What follows belongs to an exercise in optimizing a design on an open flow for small area; a production flow would make more cautious choices.
RTL that was checked went through simulation tests only; none was proved equivalent to the original.
Power and IR drop assume default switching activity.

==> flow/design.v <==
package avalon_pkg;
    typedef logic [32-1:0] bus_word_t;
    typedef logic [31:0] bus_addr_t;           
    typedef logic [16-1:0] burst_cnt_t;  
    localparam int BYTES_PER_WORD = 32 / 8;
endpackage
package dma_pkg;
    typedef struct packed {
        logic [31:0] control;
        logic [31:0] pkt_begin;      
        logic [31:0] pkt_end;        
        logic [31:0] write_address;  
    } wr_desc_t;
    localparam int CTRL_IRQ_EN = 0;
    typedef enum logic [1:0] {
        st_idle,
        st_run,   
        st_done   
    } wr_state_t;
endpackage
module dma_write_top (
    input  logic                   clk,
    input  logic                   reset,
    input  logic                   desc_push,
    input  logic [31:0]            desc_control,
    input  logic [31:0]            desc_pkt_begin,
    input  logic [31:0]            desc_pkt_end,
    input  logic [31:0]            desc_write_address,
    output logic                   desc_full,
    input  logic                   data_push,
    input  avalon_pkg::bus_word_t  data_in,
    output logic                   data_full,
    output avalon_pkg::bus_addr_t  avm_address,
    output avalon_pkg::bus_word_t  avm_writedata,
    output logic                   avm_write,
    output avalon_pkg::burst_cnt_t avm_burstcount,
    input  logic                   avm_waitrequest,
    output logic                   busy,
    output logic                   done_irq,
    output logic [15:0]            xfer_count,
    output logic [15:0]            drop_count
);
    localparam int DW = 41;  
    logic [8:0]  wdiff;
    logic [22:0] carry;
    logic        len_ok;
    logic [7:0]  wcnt;
    assign wdiff    = {1'b0, desc_pkt_end[9:2]} - {1'b0, desc_pkt_begin[9:2]};
    assign carry[0] = wdiff[8];
    for (genvar i = 0; i < 22; i++) begin : g_carry
        assign carry[i+1] = carry[i] & desc_pkt_begin[10+i];
    end
    assign len_ok = (desc_pkt_end[1:0] == 2'b00) && (desc_pkt_begin[1:0] == 2'b00)
                 && ((desc_pkt_end[31:10] ^ desc_pkt_begin[31:10]) == carry[21:0]) && !carry[22];
    assign wcnt   = len_ok ? wdiff[7:0] : 8'd0;  
    logic [DW-1:0] dmem [4];
    logic [2:0]    didx;
    logic          dempty, dpush, dpop;
    logic [DW-1:0] dq;  
    assign desc_full = (didx == 3'd3);
    assign dempty    = didx[2];
    assign dpush     = desc_push && !desc_full;
    logic [31:0] mem [16];
    logic [4:0]  idx;
    logic        empty, push, pop;
    logic [31:0] pend_data;
    assign data_full = (idx == 5'd15);
    assign empty     = idx[4];
    assign push      = data_push && !data_full;
    typedef enum logic [1:0] {s_idle, s_check, s_run, s_done} state_t;
    state_t      state;
    logic [7:0]  fetch_left;  
    logic        hold_valid, pend, accept, move, ok, last;
    logic [31:0] hold_data;
    assign ok     = (dq[39:32] != 8'd0);
    assign dpop   = (state == s_idle) && !dempty;
    assign accept = hold_valid && !avm_waitrequest;
    assign move   = pend && (!hold_valid || accept);
    assign pop    = (state == s_run) && (fetch_left != 8'd0)
                 && !empty && (!pend || move);
    assign last   = (fetch_left == 8'd0) && !pend;
    logic [15:0] cnt_inc;
    assign cnt_inc = (state[1] ? xfer_count : drop_count) + 16'd1;
    assign busy           = state[1];
    assign done_irq       = (state == s_done) && dq[40];
    assign avm_address    = dq[31:0];
    assign avm_burstcount = {8'd0, dq[39:32]};
    assign avm_write      = hold_valid;
    assign avm_writedata  = hold_data;
    always_ff @(posedge clk) begin
        if (!reset) begin
            didx       <= '1;
            idx        <= '1;
            state      <= s_idle;
            hold_valid <= 1'b0;
            pend       <= 1'b0;
            xfer_count <= '0;
            drop_count <= '0;
        end else begin
            case ({dpush, dpop})
                2'b10:   didx <= didx + 1'b1;
                2'b01:   didx <= didx - 1'b1;
                default: ;
            endcase
            case ({push, pop})
                2'b10:   idx <= idx + 1'b1;
                2'b01:   idx <= idx - 1'b1;
                default: ;
            endcase
            case (state)
                s_idle:  if (dpop) state <= s_check;
                s_check: begin
                    if (ok) state <= s_run;
                    else begin
                        state      <= s_idle;
                        drop_count <= drop_count + 16'd1;
                    end
                end
                s_run:   if (accept && last) state <= s_done;
                s_done:  begin
                    state      <= s_idle;
                    xfer_count <= xfer_count + 16'd1;
                end
            endcase
            if (move)        hold_valid <= 1'b1;
            else if (accept) hold_valid <= 1'b0;
            if (pop)         pend <= 1'b1;
            else if (move)   pend <= 1'b0;
        end
    end
    logic [31:0] rdata;
    always_comb begin
        rdata = '0;
        for (int i = 0; i < 16; i++) rdata = rdata | (mem[i] & {32{idx[3:0] == 4'(i)}});
    end
    logic [DW-1:0] drdata;
    always_comb begin
        drdata = '0;
        for (int i = 0; i < 4; i++) drdata = drdata | (dmem[i] & {DW{didx[1:0] == 2'(i)}});
    end
    always_ff @(posedge clk) begin
        if (state == s_check)    fetch_left <= dq[39:32];
        else if (pop)            fetch_left <= fetch_left - 1'b1;
        if (dpush) begin
            dmem[0] <= {desc_control[0], wcnt, desc_write_address};
            for (int i = 1; i < 4; i++) dmem[i] <= dmem[i-1];
        end
        if (dpop)  dq <= drdata;
        if (push) begin
            mem[0] <= data_in;
            for (int i = 1; i < 16; i++) mem[i] <= mem[i-1];
        end
        if (pop)   pend_data <= rdata;
        if (move)  hold_data <= pend_data;
    end
endmodule
Settings: LEC_CHECK=0, CAP_MARGIN=20, CORE_MARGIN=2, CORE_UTILIZATION=74, CTS_BUF_LIST=sky130_fd_sc_hd__clkbuf_8, CTS_CLUSTER_DIAMETER=70, CTS_CLUSTER_SIZE=18, PLACE_DENSITY=0.82, SLEW_MARGIN=20; clock period 5.0 ns.
standard.sh (not shown) runs the stock make flow with config.mk's settings and CLKGATE_MAP_FILE= SYNTH_SCRIPT=/design/flow/synth_recipe.tcl, a recipe that flattens the netlist after the stock synthesis.
==> flow/flow/run.sh <==
#!/bin/bash
# The standard layout, with the port buffers made of the smallest buffer cell instead of
# the resizer's default pick (clkdlybuf4s50_1).
set -uo pipefail
bash standard.sh "BUFFER_PORTS_ARGS=-buffer_cell sky130_fd_sc_hd__buf_1" REMOVE_ABC_BUFFERS=1 finish > standard_flow.log 2>&1
status=$?
tail -40 standard_flow.log
exit $status
Next try:
--- a/flow/design.v
+++ b/flow/design.v
@@ -76,14 +76,12 @@
     assign dpop   = (state == s_idle) && !dempty;
     assign accept = hold_valid && !avm_waitrequest;
     assign move   = pend && (!hold_valid || accept);
     assign pop    = (state == s_run) && (fetch_left != 8'd0)
                  && !empty && (!pend || move);
     assign last   = (fetch_left == 8'd0) && !pend;
-    logic [15:0] cnt_inc;
-    assign cnt_inc = (state[1] ? xfer_count : drop_count) + 16'd1;
     assign busy           = state[1];
     assign done_irq       = (state == s_done) && dq[40];
     assign avm_address    = dq[31:0];
     assign avm_burstcount = {8'd0, dq[39:32]};
     assign avm_write      = hold_valid;
     assign avm_writedata  = hold_data;
What happened: Sequential power hardly moves; register-to-register slack degrades by 0.05 ns; worst hold slack degrades by 0.0083 ns; area after synthesis hardly moves; power barely changes; wire length increases by 1.4%; synthesized cell count increases by 1.2%; sequential share of layout area decreases by 0.14 points; first-iteration DRC count decreases by about 3%; cell area barely changes.
The RTL of the first run of this note was laid out without a check of its function.

[afterwards: timing with drivers on the ports]
The results above use ideal ports. As a check the final layouts listed here were re-extracted and re-timed, cells and wires unchanged.
Step 1 (the two cells are an assumption about what drives the block):
set clk [get_ports {clk}]
set_driving_cell -lib_cell sky130_fd_sc_hd__clkbuf_16 $clk
set_driving_cell -lib_cell sky130_fd_sc_hd__buf_2 [delete_from_list [all_inputs] $clk]
Step 2 times the ports against the registers' clock, not the clock port: input delays grow and output delays shrink by t, the midpoint of the rising clock arrivals with the driver on.
Slacks: ideal / step 1 / step 2; pairs: ideal / step 1.
| run | t (ns) | setup WS [ns] | worst hold slack (ns) | clock arrival spread, ns | slew at the worst register clock pin (ns) |
|---|---|---|---|---|---|
| the first run | 0.729 | 1.690 / 1.720 / 0.991 | 0.426 / 0.426 / 0.426 | 0.061 / 0.060 | 0.11 / 0.11 |
| the second run | 0.731 | 1.433 / 1.462 / 0.731 | 0.417 / 0.417 / 0.417 | 0.028 / 0.028 | 0.11 / 0.11 |
After both steps every run listed still meets setup and hold. The setup slack of the second run, which loses most, moves by +0.029 ns with the drivers and by -0.702 ns with both steps.
